Source: an optimization exercise on an open RTL-to-GDS flow (aim: small area). Production flows keep margins and buffers that such runs may drop. Function was checked by simulation only, so behaviour that the tests miss may differ from the original.

## accumulatorCalc
module accumulatorCalc (
	input  logic    clk,
	input  logic    reset,
	input  calcCtrlPkg::opcodeT  opcode,
	input  calcDataPkg::operandT operand,
	output calcDataPkg::resultT  result,
	output calcCtrlPkg::errorT   error
);
	calcDataPkg::resultT  acc;      
	calcCtrlPkg::errorT   errReg;   
	calcDataPkg::operandT accLow;   
	calcDataPkg::resultT  nextAcc;
	calcCtrlPkg::errorT   nextErr;
	logic    opAdd, opSub, opMul, opDiv, opMod, opPreset, opReset;
	logic    sumCarry;   
	calcDataPkg::resultT  product;
	calcDataPkg::operandT quotient;
	calcDataPkg::operandT remainder;  
	logic    divByZero;
	logic    selMul, selQuot, selRem, selPreset, hold;
	assign accLow = acc[16-1:0];
	assign opAdd    = (opcode == 4'd2);
	assign opSub    = (opcode == 4'd3);
	assign opMul    = (opcode == 4'd4);
	assign opDiv    = (opcode == 4'd5);
	assign opMod    = (opcode == 4'd6);
	assign opPreset = (opcode == 4'd15);
	assign opReset  = (opcode == 4'd1);
	arrayMultiplier uMultiplier (
		.a       (operand),
		.b       (accLow),
		.product (product)
	);
	divider uDivider (
		.dividend  (operand),
		.divisor   (accLow),
  ...
==> flow/config.mk <==
export PLATFORM = sky130hd
export DESIGN_NAME = accumulatorCalc
export DESIGN_NICKNAME = accumulatorCalc
export VERILOG_FILES = /design/flow/design.v
export SDC_FILE = /design/flow/constraint.sdc
export NUM_CORES = 4
export LEC_CHECK = 0
export CAP_MARGIN = 20
export CORE_MARGIN = 2
export CORE_UTILIZATION = 65
export CTS_BUF_LIST = sky130_fd_sc_hd__clkbuf_8
export GPL_TIMING_DRIVEN = 0
export SLEW_MARGIN = 20
==> flow/constraint.sdc <==
create_clock -name core_clock -period 32.0 [get_ports {clk}]
set_input_delay 6.4000 -clock core_clock [delete_from_list [all_inputs] [get_ports {clk}]]
set_output_delay 6.4000 -clock core_clock [all_outputs]
set_load 0.01 [all_outputs]
standard.sh (not shown) runs the stock make flow with config.mk's settings and CLKGATE_MAP_FILE= SYNTH_SCRIPT=/design/flow/synth_recipe.tcl, a recipe that flattens the netlist after the stock synthesis.
==> flow/flow/run.sh <==
#!/bin/bash
# The standard layout, with synthesis mapping the logic through an area-oriented ABC script
# (and without Yosys's early generic ABC pass, so full adders are found in their written
# polarity), the ports buffered with the smallest buffer and no dummy clock-tree loads.
set -euo pipefail
here=$(pwd)
export FLOW_ABC_SCRIPT=$here/flow/abc.script
export FLOW_ABC_D=20000
export BUFFER_PORTS_ARGS="-buffer_cell sky130_fd_sc_hd__buf_1"
export CTS_ARGS="-sink_clustering_enable -repair_clock_nets -buf_list sky130_fd_sc_hd__clkbuf_8 -dont_use_dummy_load -sink_clustering_size 40 -sink_clustering_max_diameter 200"
bash standard.sh SYNTH_SCRIPT=$here/flow/synth.tcl "BUFFER_PORTS_ARGS=$BUFFER_PORTS_ARGS" "CTS_ARGS=$CTS_ARGS" finish > $here/make.log 2>&1
==> flow/flow/abc.script <==
strash
dch
map -a
topo
stime -c
dnsize -c
==> flow/flow/synth.tcl <==
# Standard synthesis (synth_recipe.tcl), with ABC run on an area-oriented script
proc synth {args} { yosys synth -nofsm -noshare -noabc {*}$args }
proc abc {args} {
  set i [lsearch -exact $args -script]
  if {$i >= 0} { set args [lreplace $args $i [expr {$i + 1}] -script $::env(FLOW_ABC_SCRIPT)] }
  set j [lsearch -exact $args -D]
  if {$j >= 0} { set args [lreplace $args $j [expr {$j + 1}] -D $::env(FLOW_ABC_D)] }
  puts "abc with: $args"
  yosys abc {*}$args
}
source $::env(SCRIPTS_DIR)/synth.tcl
# left out here: clear keep_hierarchy, flatten, clean up, hide names made inside functions, write 1_2_yosys.v
The baseline went through all stages and came out clean.
Then changed:
--- a/flow/flow/run.sh
+++ b/flow/flow/run.sh
@@ -10,2 +10,2 @@
-export CTS_ARGS="-sink_clustering_enable -repair_clock_nets -buf_list sky130_fd_sc_hd__clkbuf_8 -dont_use_dummy_load -sink_clustering_size 40 -sink_clustering_max_diameter 200"
-bash standard.sh SYNTH_SCRIPT=$here/flow/synth.tcl "BUFFER_PORTS_ARGS=$BUFFER_PORTS_ARGS" "CTS_ARGS=$CTS_ARGS" finish > $here/make.log 2>&1
+export CTS_ARGS="-sink_clustering_enable -repair_clock_nets -buf_list sky130_fd_sc_hd__clkbuf_8 -dont_use_dummy_load"
+bash standard.sh SYNTH_SCRIPT=$here/flow/synth.tcl "BUFFER_PORTS_ARGS=$BUFFER_PORTS_ARGS" "CTS_ARGS=$CTS_ARGS" SKIP_INCREMENTAL_REPAIR=1 finish > $here/make.log 2>&1
What happened: The changed run reached the layout checks and failed them: negative setup slack. Design area is lower by about 1.8%. Setup slack loses 2.8 ns. Synthesized cell count does not change. Cell count went down by 0.50%. Core utilization goes down by 1.3 points.
Then changed:
--- a/flow/flow/run.sh
+++ b/flow/flow/run.sh
@@ -4 +4 @@
-# polarity), the ports buffered with the smallest buffer and no dummy clock-tree loads.
+# polarity), small port buffers and no dummy clock-tree loads.
@@ -9 +9 @@
-export BUFFER_PORTS_ARGS="-buffer_cell sky130_fd_sc_hd__buf_1"
+export PRE_GLOBAL_PLACE_TCL=$here/flow/ports.tcl
@@ -11 +11 @@
-bash standard.sh SYNTH_SCRIPT=$here/flow/synth.tcl "BUFFER_PORTS_ARGS=$BUFFER_PORTS_ARGS" "CTS_ARGS=$CTS_ARGS" SKIP_INCREMENTAL_REPAIR=1 finish > $here/make.log 2>&1
+bash standard.sh SYNTH_SCRIPT=$here/flow/synth.tcl "PRE_GLOBAL_PLACE_TCL=$PRE_GLOBAL_PLACE_TCL" "CTS_ARGS=$CTS_ARGS" finish > $here/make.log 2>&1
==> flow/flow/ports.tcl (new file) <==
# Buffer the inputs with buf_2, which drive the wide operand fan-outs, and the
# outputs with buf_1; every port still gets its own buffer.
rename buffer_ports flow_buffer_ports
proc buffer_ports {args} {
  flow_buffer_ports -inputs -buffer_cell sky130_fd_sc_hd__buf_2
  flow_buffer_ports -outputs -buffer_cell sky130_fd_sc_hd__buf_1
}
Outcome: Now the flow passed the timing, DRC and antenna checks. Synthesized cell count does not change. Sequential cell count stays the same. Utilization goes up by 1.6 points. Count of clock-buffer cells in the layout is unchanged. Global-route usage goes up by 0.57 points. Routed wire length goes up by 4.4%. Die area is unchanged.
Then changed:
--- a/flow/flow/run.sh
+++ b/flow/flow/run.sh
@@ -4 +4 @@
-# polarity), small port buffers and no dummy clock-tree loads.
+# polarity), the ports buffered with the smallest buffer and no dummy clock-tree loads.
@@ -9 +9 @@
-export PRE_GLOBAL_PLACE_TCL=$here/flow/ports.tcl
+export BUFFER_PORTS_ARGS="-buffer_cell sky130_fd_sc_hd__buf_1"
@@ -11 +11 @@
-bash standard.sh SYNTH_SCRIPT=$here/flow/synth.tcl "PRE_GLOBAL_PLACE_TCL=$PRE_GLOBAL_PLACE_TCL" "CTS_ARGS=$CTS_ARGS" finish > $here/make.log 2>&1
+bash standard.sh SYNTH_SCRIPT=$here/flow/synth.tcl "BUFFER_PORTS_ARGS=$BUFFER_PORTS_ARGS" "CTS_ARGS=$CTS_ARGS" finish > $here/make.log 2>&1
SETUP_SLACK_MARGIN = -0.5   (was unset)
removed: flow/flow/ports.tcl
Effect: The new run completed with no timing, DRC or antenna violations. Non-clock buffer count does not change. First-iteration DRC count came out higher by 4.9%. Area after synthesis does not change. Worst hold slack improves by 0.0035 ns. Worst setup slack degrades by 0.44 ns. Wire length came out lower by 2.9%. Die area is unchanged. Design area came out lower by 0.57%.

## re-timing with driven ports
Ports are ideal in the flow. The routed layouts listed here were re-timed in OpenROAD. Step 1: set_driving_cell puts a clkbuf_16 on clk and a buf_2 on each other input, an assumption about the parent block. Step 2 moves the port delays by t, midway between the first and last clock arrival at a register: inputs arrive t later, outputs are due t later. That takes back most of the time a late clock gives input paths. Slacks: ideal ports / drivers / drivers and shift; pairs: ideal ports / drivers.
run | t, ns | setup WS [ns] | worst register clock-pin slew, ns
the first run | 0.324 | 2.390 / 2.399 / 2.075 | 0.07 / 0.07
the second run | 0.324 | -0.428 / -0.419 / -0.742 | 0.07 / 0.07
the third run | 0.317 | 2.389 / 2.395 / 2.078 | 0.07 / 0.07
the fourth run | 0.325 | 1.950 / 1.959 / 1.634 | 0.07 / 0.07
The setup slack of the fourth run, which loses most, moves by +0.009 ns with the drivers and by -0.316 ns with both steps.
